Background: an optimization exercise with open tools, aiming at small area, a short achievable clock period and few clock cycles. Do not read the settings as production practice.
Function was checked by simulation only, so behaviour that the tests miss may differ from the original.
Power and IR drop assume default switching activity.

## job 4382
## line_rasterizer_interpolated
module line_rasterizer_interpolated
#(
    parameter int COORD_BITS = 6,
    parameter int DEPTH_BITS = 16,
    parameter int FRAC_BITS  = 16
) (
    input  wire logic                 aclk,
    input  wire logic                 aresetn,
    input  wire logic                 s_tvalid,
    output logic                      s_tready,
    input  wire logic [((2*(2*COORD_BITS+DEPTH_BITS+32)+7)/8)*8-1:0] s_tdata,
    output logic                      m_tvalid,
    input  wire logic                 m_tready,
    output logic [((2*COORD_BITS+DEPTH_BITS+32+7)/8)*8-1:0] m_tdata,
    output logic                      m_tlast
);
For scale: about 3,200 cells after synthesis, roughly 400 flip-flops, roughly 32,000 um^2 of cells after synthesis.
==> flow/config.mk <==
export PLATFORM = sky130hd
export DESIGN_NAME = line_rasterizer_interpolated
export DESIGN_NICKNAME = line_rasterizer_interpolated
export VERILOG_FILES = /design/flow/design.v
export SDC_FILE = /design/flow/constraint.sdc
export NUM_CORES = 4
export LEC_CHECK = 0
export CAP_MARGIN = 20
export CORE_MARGIN = 2
export CORE_UTILIZATION = 40
export CTS_CLUSTER_DIAMETER = 80
export CTS_CLUSTER_SIZE = 24
export SETUP_SLACK_MARGIN = 4.1
export SLEW_MARGIN = 20
==> flow/constraint.sdc <==
create_clock -name core_clock -period 7.5 [get_ports {aclk}]
set_input_delay 1.5000 -clock core_clock [delete_from_list [all_inputs] [get_ports {aclk}]]
set_output_delay 1.5000 -clock core_clock [all_outputs]
set_load 0.01 [all_outputs]
standard.sh (not shown) runs the stock make flow with config.mk's settings and CLKGATE_MAP_FILE= SYNTH_SCRIPT=/design/flow/synth_recipe.tcl, a recipe that flattens the netlist after the stock synthesis.
==> flow/flow/run.sh <==
#!/bin/bash
# Standard layout, with the port buffers made from plain buffers
# (sky130_fd_sc_hd__buf_2) instead of the delay buffers buffer_ports picks.
set -euo pipefail
export BUFFER_PORTS_ARGS="-buffer_cell sky130_fd_sc_hd__buf_2"
bash standard.sh > standard.log 2>&1
Job 4382 ran to completion and came out clean on the timing, DRC and antenna checks.
Testbench counts of job 4382, summed over its fixed seeds: cycles 38,956.
Input-level comparison between job 8773 and job 4382:
==> flow/run.sh (new file) <==
#!/bin/bash
# synth_recipe.tcl (not shown) runs the flow's synth.tcl, then flattens the netlist and writes it again
# the make line also repeats each setting of config.mk as NAME=value (left out here)
make -C /OpenROAD-flow-scripts/flow DESIGN_CONFIG=/design/flow/config.mk WORK_HOME=/design/flow/orfs CLKGATE_MAP_FILE= SYNTH_SCRIPT=/design/flow/synth_recipe.tcl finish
removed: flow/flow/run.sh
removed: flow/standard.sh
Notes after the runs:
g_col[2].u_col.q_reg[1] as the worst setup path endpoint was reported by job 4382, and u_depth.q_reg[1] by job 8773.
Against job 4382, final cell area excluding filler cells in job 8773 rose by a few percent.
Final core utilization came out higher on job 8773 than on job 4382.
Job 8773 vs job 4382 — routed via count rose 178.
What job 3124 does differently from job 8773 at the input level:
# job 8773
export LEC_CHECK = 0
export CAP_MARGIN = 20
export CORE_MARGIN = 2
export CORE_UTILIZATION = 40
export CTS_CLUSTER_DIAMETER = 80
export CTS_CLUSTER_SIZE = 24
export SETUP_SLACK_MARGIN = 4.1
export SLEW_MARGIN = 20
create_clock -name core_clock -period 7.5 [get_ports {aclk}]
# job 3124
export LEC_CHECK = 0
export CAP_MARGIN = 20
export CORE_MARGIN = 2
export CORE_UTILIZATION = 40
export SETUP_SLACK_MARGIN = 4.1
export SLEW_MARGIN = 20
create_clock -name core_clock -period 7.5 [get_ports {aclk}]
==> notes.md <==
Between job 3124 and job 8773, the proportion of power drawn by combinational gates is lower for job 3124.
Worst slew margin relative to its limit in job 3124 is 0.88 points lower than in job 8773
In the reports for job 3124 and job 8773, the larger setup slack of the critical path after layout belongs to job 8773.
As far as arrival time at the worst endpoint is concerned, job 8773 and job 3124 perform about the same.
Higher share of final layout cell area taken by non-clock buffers goes to job 3124 over job 8773.
Compared to job 8773, job 3124 has via count about 0.9% higher.
Higher power of the combinational group goes to job 3124 over job 8773.
Total length of routed wires ends up higher on job 3124.
Inputs modified between job 3124 and job 2412:
# job 3124
export LEC_CHECK = 0
export CAP_MARGIN = 20
export CORE_MARGIN = 2
export CORE_UTILIZATION = 40
export SETUP_SLACK_MARGIN = 4.1
export SLEW_MARGIN = 20
create_clock -name core_clock -period 7.5 [get_ports {aclk}]
# job 2412
export LEC_CHECK = 0
export CAP_MARGIN = 20
export CORE_MARGIN = 2
export CORE_UTILIZATION = 40
export CTS_CLUSTER_DIAMETER = 80
export CTS_CLUSTER_SIZE = 24
export SETUP_SLACK_MARGIN = 4.25
export SLEW_MARGIN = 20
create_clock -name core_clock -period 7.5 [get_ports {aclk}]
==> flow/flow/run.sh (new file) <==
#!/bin/bash
# Standard layout, with the port buffers made from plain buffers
# (sky130_fd_sc_hd__buf_2) instead of the delay buffers buffer_ports picks.
set -euo pipefail
export BUFFER_PORTS_ARGS="-buffer_cell sky130_fd_sc_hd__buf_2"
bash standard.sh > standard.log 2>&1
==> flow/standard.sh (new file) <==
#!/bin/bash
# synth_recipe.tcl (not shown) runs the flow's synth.tcl, then flattens the netlist and writes it again
# the make line also repeats each setting of config.mk as NAME=value (left out here)
make -C /OpenROAD-flow-scripts/flow DESIGN_CONFIG=/design/flow/config.mk WORK_HOME=/design/flow/orfs CLKGATE_MAP_FILE= SYNTH_SCRIPT=/design/flow/synth_recipe.tcl "${@:-finish}"
removed: flow/run.sh
### Flow results
Cmp job 3124 and job 2412 / synthesis-to-finish area growth / lower: job 2412. Comparing final routed wirelength across all metal layers for job 3124 and job 2412, the bigger number came from job 3124. Relative to job 3124, sequential share of layout area has increased by 1.1 points in job 2412.

==> afterwards: timing with drivers on the ports <==
The flow's constraints put no driver on any port. The routed layouts listed below were extracted and timed again, unchanged, in two steps.
Step 1 sets driving cells, clkbuf_16 on the clock port and buf_2 on the other inputs (assumed; they add their load-dependent delay and slew).
Step 2 moves the port delays by t, midway between the first and last clock arrival at a register: inputs arrive t later, outputs are due t later. That takes back most of the time a late clock gives input paths.
a / b / c = no drivers / after step 1 / after step 2; a / b = the first two.
run | shift t [ns] | setup slack, ns | worst setup path after step 2 | worst register clock-pin slew, ns | worst slew at a driven data input, ns
job 4382 | 0.672 | 4.038 / 4.038 / 3.424 | input to register | 0.10 / 0.10 | 0.09
job 8773 | 0.676 | 4.106 / 4.106 / 3.462 | input to register | 0.10 / 0.10 | 0.10
job 3124 | 0.657 | 4.102 / 4.076 / 3.457 | input to register | 0.06 / 0.06 | 0.09
job 2412 | 0.680 | 4.043 / 4.043 / 3.513 | input to register | 0.09 / 0.09 | 0.09
After both steps setup and hold are still met in every run listed. The setup slack of job 3124, which loses most, moves by -0.026 ns with the drivers and by -0.645 ns with both steps.
